This design comes from an exercise in tuning for small area on the open sky130 flow, not from production work.
The RTL was checked by simulation tests, not by an equivalence proof against the original design.
The clock port is modelled as an ideal driver; clocking choices that lean on that would not hold on a real chip.
No activity file was given, so power comes from the tool's default toggle rates.

== run F ==
==> flow/design.v <==
module trsq_bus_fabric (
  input  logic        clk,
  input  logic        reset_n,
  input  logic [7:0]  cpu_addr,
  input  logic [7:0]  cpu_wdata,
  output logic [7:0]  cpu_rdata,
  input  logic        cpu_wr_en,
  input  logic        cpu_rd_en,
  output logic        cpu_stall,
  input  logic [7:0]  cpu_status,
  output logic [7:0]  slv_addr,
  output logic [7:0]  slv_wdata,
  output logic [2:0]  slv_wr_en,
  output logic [2:0]  slv_rd_en,
  input  logic [23:0] slv_rdata,
  input  logic [2:0]  slv_ready,
  output logic        bus_err_irq
);
  logic access;
  assign access = cpu_wr_en | cpu_rd_en;
  logic       ram_sel, slv_any, err_sel, faddr_sel, unmapped;
  logic [2:0] slv_sel;
  assign ram_sel    = ~cpu_addr[7];
  assign slv_sel[0] = cpu_addr[7:2] == 6'b100000;
  assign slv_sel[1] = cpu_addr[7:2] == 6'b100001;
  assign slv_sel[2] = cpu_addr[7:2] == 6'b100100;
  assign slv_any    = |slv_sel;
  assign err_sel    = cpu_addr == 8'hFF;
  assign faddr_sel  = cpu_addr == 8'hFE;
  assign unmapped   = cpu_addr[7] & ~slv_any & ~err_sel & ~faddr_sel;
  assign slv_addr  = cpu_addr;
  assign slv_wdata = cpu_wdata;
  assign slv_wr_en = slv_sel & {3{cpu_wr_en}};
  assign slv_rd_en = slv_sel & {3{cpu_rd_en & ~cpu_wr_en}};
  logic [3:0] wcnt_q;
  logic       pend, abort;
  assign pend      = access & |(slv_sel & ~slv_ready);
  assign abort     = pend & (&wcnt_q);
  assign cpu_stall = pend & ~(&wcnt_q) & reset_n;
  always_ff @(posedge clk or negedge reset_n) begin
    if (!reset_n)                wcnt_q <= 4'd0;
    else if (pend && !(&wcnt_q)) wcnt_q <= wcnt_q + 4'd1;
    else                         wcnt_q <= 4'd0;
  end
  logic       unm_flag_q, to_flag_q, irq_q, fault_ev, err_clr;
  logic [3:0] ecnt_q, ecnt_b;
  logic [7:0] faddr_q;
  assign fault_ev = (access & unmapped) | abort;
  assign err_clr  = cpu_wr_en & err_sel;
  assign ecnt_b   = err_clr ? 4'd0 : ecnt_q;
  always_ff @(posedge clk or negedge reset_n) begin
    if (!reset_n) begin
      unm_flag_q <= 1'b0;
      to_flag_q  <= 1'b0;
      ecnt_q     <= 4'd0;
      faddr_q    <= 8'd0;
      irq_q      <= 1'b0;
    end else begin
      unm_flag_q <= (access & unmapped) | (unm_flag_q & ~err_clr);
      to_flag_q  <= abort | (to_flag_q & ~err_clr);
      ecnt_q     <= (fault_ev && ecnt_b != 4'hF) ? ecnt_b + 4'd1 : ecnt_b;
      if (fault_ev) faddr_q <= cpu_addr;
      irq_q      <= unm_flag_q | to_flag_q;
    end
  end
  assign bus_err_irq = irq_q;
  logic          wr_ram;
  logic [15:0]   col_n;      
  logic [7:0]    grp_n;      
  logic [7:0]    wgrp;       
  logic [127:0]  we, we_n;   
  logic [1023:0] mem_q, mem_d;
  assign wr_ram = cpu_wr_en & ~cpu_addr[7];
  for (genvar i = 0; i < 16; i++) begin : g_col
    assign col_n[i] = cpu_addr[3:0] != 4'(i);
  end
  for (genvar g = 0; g < 8; g++) begin : g_grp
    assign grp_n[g] = cpu_addr[6:4] != 3'(g);
    assign wgrp[g]  = wr_ram & ~grp_n[g];
  end
  for (genvar w = 0; w < 128; w++) begin : g_word
    if (w == 0) begin : g_status
      assign we[w]   = 1'b0;
      assign we_n[w] = 1'b1;
      assign mem_d[7:0] = cpu_status;
    end else begin : g_rw
      assign we_n[w] = ~(wgrp[w/16] & ~col_n[w%16]);
      assign we[w]   = ~we_n[w];
      for (genvar b = 0; b < 8; b++) begin : g_bit
        fab_hold u_hold (.q(mem_q[8*w+b]), .hold(we_n[w]), .d(cpu_wdata[b]), .load(we[w]),
                         .y(mem_d[8*w+b]));
      end
    end
  end
  always_ff @(posedge clk) mem_q <= mem_d;
  logic [7:0] ram_rd_n;
  for (genvar b = 0; b < 8; b++) begin : g_rbit
    logic [7:0] v;
    for (genvar g = 0; g < 8; g++) begin : g_rgrp
      logic [7:0] p;
      for (genvar i = 0; i < 8; i++) begin : g_pair
        fab_rd2 u_rd2 (.d0(mem_q[8*(16*g+2*i)+b]), .s0n(col_n[2*i]),
                       .d1(mem_q[8*(16*g+2*i+1)+b]), .s1n(col_n[2*i+1]), .y(p[i]));
      end
      fab_grp8 u_grp8 (.p(p), .gn(grp_n[g]), .y(v[g]));
    end
    assign ram_rd_n[b] = |v;
  end
  logic [7:0] slv_mux;
  always_comb begin
    slv_mux = '0;
    for (int i = 0; i < 3; i++) if (slv_sel[i]) slv_mux = slv_rdata[8*i +: 8];
  end
  always_comb begin
    cpu_rdata = '0;
    if (ram_sel)        cpu_rdata = ~ram_rd_n;
    else if (slv_any)   cpu_rdata = slv_mux | {8{abort}};
    else if (err_sel)   cpu_rdata = {ecnt_q, 2'b00, to_flag_q, unm_flag_q};
    else if (faddr_sel) cpu_rdata = faddr_q;
  end
endmodule
module fab_hold (input logic q, hold, d, load, output logic y);
  assign y = (q & hold) | (d & load);
endmodule
module fab_rd2 (input logic d0, s0n, d1, s1n, output logic y);
  assign y = ~((d0 | s0n) & (d1 | s1n));
endmodule
module fab_nor2 (input logic a, b, output logic y);
  assign y = ~(a | b);
endmodule
module fab_grp8 (input logic [7:0] p, input logic gn, output logic y);
  assign y = (|p) & ~gn;
endmodule
Settings: LEC_CHECK=0, CAP_MARGIN=5, CORE_MARGIN=2, CORE_UTILIZATION=65, CTS_BUF_LIST=sky130_fd_sc_hd__clkbuf_8, CTS_CLUSTER_DIAMETER=50, CTS_CLUSTER_SIZE=14, SETUP_SLACK_MARGIN=0.1, SLEW_MARGIN=5, SYNTH_HIERARCHICAL=1; clock period 6.0 ns.
standard.sh (not shown) runs the stock make flow with config.mk's settings and CLKGATE_MAP_FILE= SYNTH_SCRIPT=/design/flow/synth_recipe.tcl, a recipe that flattens the netlist after the stock synthesis.
==> flow/flow/run.sh <==
#!/bin/bash
# Layout flow: the standard flow (standard synthesis unchanged) with three changes:
#  - port buffers use the smallest buffer cell (every port still gets its buffer);
#  - clock tree synthesis without dummy loads, clustered leaf buffers of clkbuf_8;
#  - after clock tree synthesis, cells with slack to spare are downsized (flow/recover.tcl).
# The full output of the flow goes to standard.log; ORFS keeps each step's log under orfs/logs.
set -o pipefail
export BUFFER_PORTS_ARGS="-buffer_cell sky130_fd_sc_hd__buf_1"
export CTS_ARGS="-sink_clustering_enable -repair_clock_nets -sink_clustering_size 16 -sink_clustering_max_diameter 55 -buf_list sky130_fd_sc_hd__clkbuf_8 -dont_use_dummy_load"
export POST_CTS_TCL="$PWD/flow/recover.tcl"
bash standard.sh finish > standard.log 2>&1
==> flow/flow/recover.tcl <==
# Area recovery after clock tree synthesis: downsize cells that have timing slack to
# spare (keeping a setup margin), then legalise the placement again.
estimate_parasitics -placement
report_design_area
repair_timing -recover_power 100 -setup_margin 0.15 -match_cell_footprint -verbose
detailed_placement
check_placement -verbose
report_design_area
Every stage of the flow completed for run F, and the final layout passed the timing, design-rule and antenna checks.
diff inputs: run F => run C
diff --git a/flow/design.v b/flow/design.v
--- a/flow/design.v
+++ b/flow/design.v
@@ -66,30 +66,32 @@
   assign bus_err_irq = irq_q;
   logic          wr_ram;
   logic [15:0]   col_n;      
   logic [7:0]    grp_n;      
   logic [7:0]    wgrp;       
-  logic [127:0]  we, we_n;   
+  logic [63:0]   wdg;        
+  logic [127:0]  we_n;       
   logic [1023:0] mem_q, mem_d;
   assign wr_ram = cpu_wr_en & ~cpu_addr[7];
   for (genvar i = 0; i < 16; i++) begin : g_col
     assign col_n[i] = cpu_addr[3:0] != 4'(i);
   end
   for (genvar g = 0; g < 8; g++) begin : g_grp
     assign grp_n[g] = cpu_addr[6:4] != 3'(g);
     assign wgrp[g]  = wr_ram & ~grp_n[g];
+    for (genvar b = 0; b < 8; b++) begin : g_wdg
+      fab_nor2 u_wdg (.a(~cpu_wdata[b]), .b(~wgrp[g]), .y(wdg[8*g+b]));
+    end
   end
   for (genvar w = 0; w < 128; w++) begin : g_word
     if (w == 0) begin : g_status
-      assign we[w]   = 1'b0;
       assign we_n[w] = 1'b1;
       assign mem_d[7:0] = cpu_status;
     end else begin : g_rw
       assign we_n[w] = ~(wgrp[w/16] & ~col_n[w%16]);
-      assign we[w]   = ~we_n[w];
       for (genvar b = 0; b < 8; b++) begin : g_bit
-        fab_hold u_hold (.q(mem_q[8*w+b]), .hold(we_n[w]), .d(cpu_wdata[b]), .load(we[w]),
+        fab_hold u_hold (.q(mem_q[8*w+b]), .hold(we_n[w]), .d(wdg[8*(w/16)+b]), .load(~col_n[w%16]),
                          .y(mem_d[8*w+b]));
       end
     end
   end
   always_ff @(posedge clk) mem_q <= mem_d;
## What came out
Utilization: run C vs run F up 1.1 points. In the tables for run F and run C, maximum fanout count along the critical path reads higher with run F. Run C vs. run F: part of the total power dissipated in combinational logic saw a decrease, post-synthesis instance area moved down, count of placed standard cells in the final layout, fillers left out -40, share of power burned in registers increased by 0.6 points relative to the old numbers.

* * *

Setup of JK:
Another version of the RTL of trsq_bus_fabric (not shown whole).
For scale: roughly 3,400 cells after synthesis, ~1,000 flip-flops.
Design trsq_bus_fabric, start of the top module:
module trsq_bus_fabric (
  input  logic        clk,
  input  logic        reset_n,
  input  logic [7:0]  cpu_addr,
  input  logic [7:0]  cpu_wdata,
  output logic [7:0]  cpu_rdata,
  input  logic        cpu_wr_en,
  input  logic        cpu_rd_en,
  output logic        cpu_stall,
  input  logic [7:0]  cpu_status,
  output logic [7:0]  slv_addr,
  output logic [7:0]  slv_wdata,
  output logic [2:0]  slv_wr_en,
  output logic [2:0]  slv_rd_en,
  input  logic [23:0] slv_rdata,
  input  logic [2:0]  slv_ready,
  output logic        bus_err_irq
);
  logic access;
  assign access = cpu_wr_en | cpu_rd_en;
  logic       ram_sel, slv_any, err_sel, faddr_sel, unmapped;
  logic [2:0] slv_sel;
  assign ram_sel    = ~cpu_addr[7];
  assign slv_sel[0] = cpu_addr[7:2] == 6'b100000;
  assign slv_sel[1] = cpu_addr[7:2] == 6'b100001;
  assign slv_sel[2] = cpu_addr[7:2] == 6'b100100;
  assign slv_any    = |slv_sel;
  assign err_sel    = cpu_addr == 8'hFF;
  assign faddr_sel  = cpu_addr == 8'hFE;
  assign unmapped   = cpu_addr[7] & ~slv_any & ~err_sel & ~faddr_sel;
  assign slv_addr  = cpu_addr;
  assign slv_wdata = cpu_wdata;
  assign slv_wr_en = slv_sel & {3{cpu_wr_en}};
  assign slv_rd_en = slv_sel & {3{cpu_rd_en & ~cpu_wr_en}};
  logic [3:0] wcnt_q;
  logic       pend, abort;
  assign pend      = access & |(slv_sel & ~slv_ready);
  assign abort     = pend & (&wcnt_q);
  assign cpu_stall = pend & ~(&wcnt_q) & reset_n;
  always_ff @(posedge clk or negedge reset_n) begin
    if (!reset_n)                wcnt_q <= 4'd0;
    else if (pend && !(&wcnt_q)) wcnt_q <= wcnt_q + 4'd1;
    else                         wcnt_q <= 4'd0;
  end
  logic       unm_flag_q, to_flag_q, irq_q, fault_ev, err_clr;
  logic [3:0] ecnt_q, ecnt_b;
  logic [7:0] faddr_q;
  assign fault_ev = (access & unmapped) | abort;
  assign err_clr  = cpu_wr_en & err_sel;
  assign ecnt_b   = err_clr ? 4'd0 : ecnt_q;
  always_ff @(posedge clk or negedge reset_n) begin
    if (!reset_n) begin
      unm_flag_q <= 1'b0;
      to_flag_q  <= 1'b0;
      ecnt_q     <= 4'd0;
      faddr_q    <= 8'd0;
      irq_q      <= 1'b0;
    end else begin
      unm_flag_q <= (access & unmapped) | (unm_flag_q & ~err_clr);
      to_flag_q  <= abort | (to_flag_q & ~err_clr);
      ecnt_q     <= (fault_ev && ecnt_b != 4'hF) ? ecnt_b + 4'd1 : ecnt_b;
      if (fault_ev) faddr_q <= cpu_addr;
  ...
==> module trsq_bus_fabric, before the edit <==
module trsq_bus_fabric (
  input  logic        clk,
  input  logic        reset_n,
  input  logic [7:0]  cpu_addr,
  input  logic [7:0]  cpu_wdata,
  output logic [7:0]  cpu_rdata,
  input  logic        cpu_wr_en,
  input  logic        cpu_rd_en,
  output logic        cpu_stall,
  input  logic [7:0]  cpu_status,
  output logic [7:0]  slv_addr,
  output logic [7:0]  slv_wdata,
  output logic [2:0]  slv_wr_en,
  output logic [2:0]  slv_rd_en,
  input  logic [23:0] slv_rdata,
  input  logic [2:0]  slv_ready,
  output logic        bus_err_irq
);
  logic access;
  assign access = cpu_wr_en | cpu_rd_en;
  logic       ram_sel, slv_any, err_sel, faddr_sel, unmapped;
  logic [2:0] slv_sel;
  assign ram_sel    = ~cpu_addr[7];
  assign slv_sel[0] = cpu_addr[7:2] == 6'b100000;
  assign slv_sel[1] = cpu_addr[7:2] == 6'b100001;
  assign slv_sel[2] = cpu_addr[7:2] == 6'b100100;
  assign slv_any    = |slv_sel;
  assign err_sel    = cpu_addr == 8'hFF;
  assign faddr_sel  = cpu_addr == 8'hFE;
  assign unmapped   = cpu_addr[7] & ~slv_any & ~err_sel & ~faddr_sel;
  assign slv_addr  = cpu_addr;
  assign slv_wdata = cpu_wdata;
  assign slv_wr_en = slv_sel & {3{cpu_wr_en}};
  assign slv_rd_en = slv_sel & {3{cpu_rd_en & ~cpu_wr_en}};
  logic [3:0] wcnt_q;
  logic       pend, abort;
  assign pend      = access & |(slv_sel & ~slv_ready);
  assign abort     = pend & (&wcnt_q);
  assign cpu_stall = pend & ~(&wcnt_q) & reset_n;
  always_ff @(posedge clk or negedge reset_n) begin
    if (!reset_n)                wcnt_q <= 4'd0;
    else if (pend && !(&wcnt_q)) wcnt_q <= wcnt_q + 4'd1;
    else                         wcnt_q <= 4'd0;
  end
  logic       unm_flag_q, to_flag_q, irq_q, fault_ev, err_clr;
  logic [3:0] ecnt_q, ecnt_b;
  logic [7:0] faddr_q;
  assign fault_ev = (access & unmapped) | abort;
  assign err_clr  = cpu_wr_en & err_sel;
  assign ecnt_b   = err_clr ? 4'd0 : ecnt_q;
  always_ff @(posedge clk or negedge reset_n) begin
    if (!reset_n) begin
      unm_flag_q <= 1'b0;
      to_flag_q  <= 1'b0;
      ecnt_q     <= 4'd0;
      faddr_q    <= 8'd0;
      irq_q      <= 1'b0;
    end else begin
      unm_flag_q <= (access & unmapped) | (unm_flag_q & ~err_clr);
      to_flag_q  <= abort | (to_flag_q & ~err_clr);
      ecnt_q     <= (fault_ev && ecnt_b != 4'hF) ? ecnt_b + 4'd1 : ecnt_b;
      if (fault_ev) faddr_q <= cpu_addr;
      irq_q      <= unm_flag_q | to_flag_q;
    end
  end
  assign bus_err_irq = irq_q;
  logic          wr_ram;
  logic [15:0]   col_n;      
  logic [7:0]    grp_n;      
  logic [7:0]    wgrp;       
  logic [127:0]  we, we_n;   
  logic [1023:0] mem_q, mem_d;
  assign wr_ram = cpu_wr_en & ~cpu_addr[7];
  for (genvar i = 0; i < 16; i++) begin : g_col
    assign col_n[i] = cpu_addr[3:0] != 4'(i);
  end
  for (genvar g = 0; g < 8; g++) begin : g_grp
    assign grp_n[g] = cpu_addr[6:4] != 3'(g);
    assign wgrp[g]  = wr_ram & ~grp_n[g];
  end
  for (genvar w = 0; w < 128; w++) begin : g_word
    if (w == 0) begin : g_status
      assign we[w]   = 1'b0;
      assign we_n[w] = 1'b1;
      assign mem_d[7:0] = cpu_status;
    end else begin : g_rw
      assign we_n[w] = ~(wgrp[w/16] & ~col_n[w%16]);
      assign we[w]   = ~we_n[w];
      for (genvar b = 0; b < 8; b++) begin : g_bit
        fab_hold u_hold (.q(mem_q[8*w+b]), .hold(we_n[w]), .d(cpu_wdata[b]), .load(we[w]),
                         .y(mem_d[8*w+b]));
      end
    end
  end
  always_ff @(posedge clk) mem_q <= mem_d;
  logic [7:0] ram_rd_n;
  for (genvar b = 0; b < 8; b++) begin : g_rbit
    logic [7:0] v;
    for (genvar g = 0; g < 8; g++) begin : g_rgrp
      logic [7:0] p;
      logic [3:0] z;
      for (genvar i = 0; i < 8; i++) begin : g_pair
        fab_rd2 u_rd2 (.d0(mem_q[8*(16*g+2*i)+b]), .s0n(col_n[2*i]),
                       .d1(mem_q[8*(16*g+2*i+1)+b]), .s1n(col_n[2*i+1]), .y(p[i]));
      end
      for (genvar i = 0; i < 4; i++) begin : g_nor
        fab_nor2 u_nor2 (.a(p[2*i]), .b(p[2*i+1]), .y(z[i]));
      end
      fab_nand4 u_nand4 (.a(z[0]), .b(z[1]), .c(z[2]), .d(z[3]), .y(v[g]));
    end
    assign ram_rd_n[b] = |(v & ~grp_n);
  end
  logic [7:0] slv_mux;
  always_comb begin
    slv_mux = '0;
    for (int i = 0; i < 3; i++) if (slv_sel[i]) slv_mux = slv_rdata[8*i +: 8];
  end
  always_comb begin
    cpu_rdata = '0;
    if (ram_sel)        cpu_rdata = ~ram_rd_n;
    else if (slv_any)   cpu_rdata = slv_mux | {8{abort}};
    else if (err_sel)   cpu_rdata = {ecnt_q, 2'b00, to_flag_q, unm_flag_q};
    else if (faddr_sel) cpu_rdata = faddr_q;
  end
endmodule
==> module fab_nand4, before the edit <==
module fab_nand4 (input logic a, b, c, d, output logic y);
  assign y = ~(a & b & c & d);
endmodule
clock: 6.0 ns
lec_check: 0
cap_margin: 5
core_margin: 2
core_utilization: 65
cts_buf_list: sky130_fd_sc_hd__clkbuf_8
cts_cluster_diameter: 50
cts_cluster_size: 14
setup_slack_margin: 0.1
slew_margin: 5
synth_hierarchical: 1
==> flow/flow/run.sh <==
#!/bin/bash
# Layout flow: the standard flow (standard synthesis unchanged) with two changes:
#  - port buffers use the smallest buffer cell (every port still gets its buffer);
#  - clock tree synthesis without dummy loads, clustered leaf buffers of clkbuf_8.
# The full output of the flow goes to standard.log; ORFS keeps each step's log under orfs/logs.
set -o pipefail
export BUFFER_PORTS_ARGS="-buffer_cell sky130_fd_sc_hd__buf_1"
export CTS_ARGS="-sink_clustering_enable -repair_clock_nets -sink_clustering_size 16 -sink_clustering_max_diameter 55 -buf_list sky130_fd_sc_hd__clkbuf_8 -dont_use_dummy_load"
bash standard.sh finish > standard.log 2>&1
Changes in MS relative to JK:
==> flow/design.v, changed modules only <==
module trsq_bus_fabric (
  input  logic        clk,
  input  logic        reset_n,
  input  logic [7:0]  cpu_addr,
  input  logic [7:0]  cpu_wdata,
  output logic [7:0]  cpu_rdata,
  input  logic        cpu_wr_en,
  input  logic        cpu_rd_en,
  output logic        cpu_stall,
  input  logic [7:0]  cpu_status,
  output logic [7:0]  slv_addr,
  output logic [7:0]  slv_wdata,
  output logic [2:0]  slv_wr_en,
  output logic [2:0]  slv_rd_en,
  input  logic [23:0] slv_rdata,
  input  logic [2:0]  slv_ready,
  output logic        bus_err_irq
);
  logic access;
  assign access = cpu_wr_en | cpu_rd_en;
  logic       ram_sel, slv_any, err_sel, faddr_sel, unmapped;
  logic [2:0] slv_sel;
  assign ram_sel    = ~cpu_addr[7];
  assign slv_sel[0] = cpu_addr[7:2] == 6'b100000;
  assign slv_sel[1] = cpu_addr[7:2] == 6'b100001;
  assign slv_sel[2] = cpu_addr[7:2] == 6'b100100;
  assign slv_any    = |slv_sel;
  assign err_sel    = cpu_addr == 8'hFF;
  assign faddr_sel  = cpu_addr == 8'hFE;
  assign unmapped   = cpu_addr[7] & ~slv_any & ~err_sel & ~faddr_sel;
  assign slv_addr  = cpu_addr;
  assign slv_wdata = cpu_wdata;
  assign slv_wr_en = slv_sel & {3{cpu_wr_en}};
  assign slv_rd_en = slv_sel & {3{cpu_rd_en & ~cpu_wr_en}};
  logic [3:0] wcnt_q;
  logic       pend, abort;
  assign pend      = access & |(slv_sel & ~slv_ready);
  assign abort     = pend & (&wcnt_q);
  assign cpu_stall = pend & ~(&wcnt_q) & reset_n;
  always_ff @(posedge clk or negedge reset_n) begin
    if (!reset_n)                wcnt_q <= 4'd0;
    else if (pend && !(&wcnt_q)) wcnt_q <= wcnt_q + 4'd1;
    else                         wcnt_q <= 4'd0;
  end
  logic       unm_flag_q, to_flag_q, irq_q, fault_ev, err_clr;
  logic [3:0] ecnt_q, ecnt_b;
  logic [7:0] faddr_q;
  assign fault_ev = (access & unmapped) | abort;
  assign err_clr  = cpu_wr_en & err_sel;
  assign ecnt_b   = err_clr ? 4'd0 : ecnt_q;
  always_ff @(posedge clk or negedge reset_n) begin
    if (!reset_n) begin
      unm_flag_q <= 1'b0;
      to_flag_q  <= 1'b0;
      ecnt_q     <= 4'd0;
      faddr_q    <= 8'd0;
      irq_q      <= 1'b0;
    end else begin
      unm_flag_q <= (access & unmapped) | (unm_flag_q & ~err_clr);
      to_flag_q  <= abort | (to_flag_q & ~err_clr);
      ecnt_q     <= (fault_ev && ecnt_b != 4'hF) ? ecnt_b + 4'd1 : ecnt_b;
      if (fault_ev) faddr_q <= cpu_addr;
      irq_q      <= unm_flag_q | to_flag_q;
    end
  end
  assign bus_err_irq = irq_q;
  logic          wr_ram;
  logic [15:0]   col_n;      
  logic [7:0]    grp_n;      
  logic [7:0]    wgrp;       
  logic [63:0]   wdg;        
  logic [127:0]  we_n;       
  logic [1023:0] mem_q, mem_d;
  assign wr_ram = cpu_wr_en & ~cpu_addr[7];
  for (genvar i = 0; i < 16; i++) begin : g_col
    assign col_n[i] = cpu_addr[3:0] != 4'(i);
  end
  for (genvar g = 0; g < 8; g++) begin : g_grp
    assign grp_n[g] = cpu_addr[6:4] != 3'(g);
    assign wgrp[g]  = wr_ram & ~grp_n[g];
    for (genvar b = 0; b < 8; b++) begin : g_wdg
      fab_nor2 u_wdg (.a(~cpu_wdata[b]), .b(~wgrp[g]), .y(wdg[8*g+b]));
    end
  end
  for (genvar w = 0; w < 128; w++) begin : g_word
    if (w == 0) begin : g_status
      assign we_n[w] = 1'b1;
      assign mem_d[7:0] = cpu_status;
    end else begin : g_rw
      assign we_n[w] = ~(wgrp[w/16] & ~col_n[w%16]);
      for (genvar b = 0; b < 8; b++) begin : g_bit
        fab_hold u_hold (.q(mem_q[8*w+b]), .hold(we_n[w]), .d(wdg[8*(w/16)+b]), .load(~col_n[w%16]),
                         .y(mem_d[8*w+b]));
      end
    end
  end
  always_ff @(posedge clk) mem_q <= mem_d;
  logic [7:0] ram_rd_n;
  for (genvar b = 0; b < 8; b++) begin : g_rbit
    logic [7:0] v;
    for (genvar g = 0; g < 8; g++) begin : g_rgrp
      logic [7:0] p;
      for (genvar i = 0; i < 8; i++) begin : g_pair
        fab_rd2 u_rd2 (.d0(mem_q[8*(16*g+2*i)+b]), .s0n(col_n[2*i]),
                       .d1(mem_q[8*(16*g+2*i+1)+b]), .s1n(col_n[2*i+1]), .y(p[i]));
      end
      fab_grp8 u_grp8 (.p(p), .gn(grp_n[g]), .y(v[g]));
    end
    assign ram_rd_n[b] = |v;
  end
  logic [7:0] slv_mux;
  always_comb begin
    slv_mux = '0;
    for (int i = 0; i < 3; i++) if (slv_sel[i]) slv_mux = slv_rdata[8*i +: 8];
  end
  always_comb begin
    cpu_rdata = '0;
    if (ram_sel)        cpu_rdata = ~ram_rd_n;
    else if (slv_any)   cpu_rdata = slv_mux | {8{abort}};
    else if (err_sel)   cpu_rdata = {ecnt_q, 2'b00, to_flag_q, unm_flag_q};
    else if (faddr_sel) cpu_rdata = faddr_q;
  end
endmodule
module fab_grp8 (input logic [7:0] p, input logic gn, output logic y);
  assign y = (|p) & ~gn;
endmodule
// module fab_nand4 removed
## What came out
The run showing the greater wire length after detailed routing is MS.
Measured against each other, JK and MS differ in number of CTS-inserted buffers, the higher figure coming from JK.
MS vs. JK: cell area has remained practically unchanged, critical path data arrival time dropped 0.07 ns.
Critical-path cell with the highest stage delay = mux4_2: JK; critical-path cell with the highest stage delay = buf_6: MS
Diff JK -> MS: portion of the clock cycle consumed by the worst path in the final layout went down 1.2 points, well-tap cell count shows a reduction of about 1%.
Looking at uppermost layer routed, the met4 result is from JK; the met5 one comes from MS.

## re-timing with driven ports
How much do the figures lean on ideal ports? The routed layouts below were timed once more, with nothing changed but the port constraints.
Step 1, drivers: a clkbuf_16 drives clk and a buf_2 each remaining input, both assumed.
Step 2 adds t to the input delays and takes it off the output delays; t is the mean of the earliest and latest rising clock arrival at the registers after step 1. Input paths then give back, and output paths get back, about the clock's delay inside the block.
Three values: no drivers, after step 1, after step 2; two values: the first two.
run	shift t [ns]	setup WS [ns]	hold WS [ns]	worst setup path at the end
run F	0.758	0.190 / 0.146 / 0.146	0.473 / 0.473 / 0.473	input to output
run C	0.750	0.171 / 0.148 / 0.148	0.491 / 0.491 / 0.491	input to output
JK	0.742	0.068 / 0.044 / 0.044	0.473 / 0.436 / 0.489	input to output
MS	0.747	0.139 / 0.063 / 0.063	0.491 / 0.478 / 0.491	input to output
After both steps every run listed still meets setup and hold. For MS, which loses most, drivers alone change the setup slack by -0.076 ns; drivers and shift together by -0.076 ns.
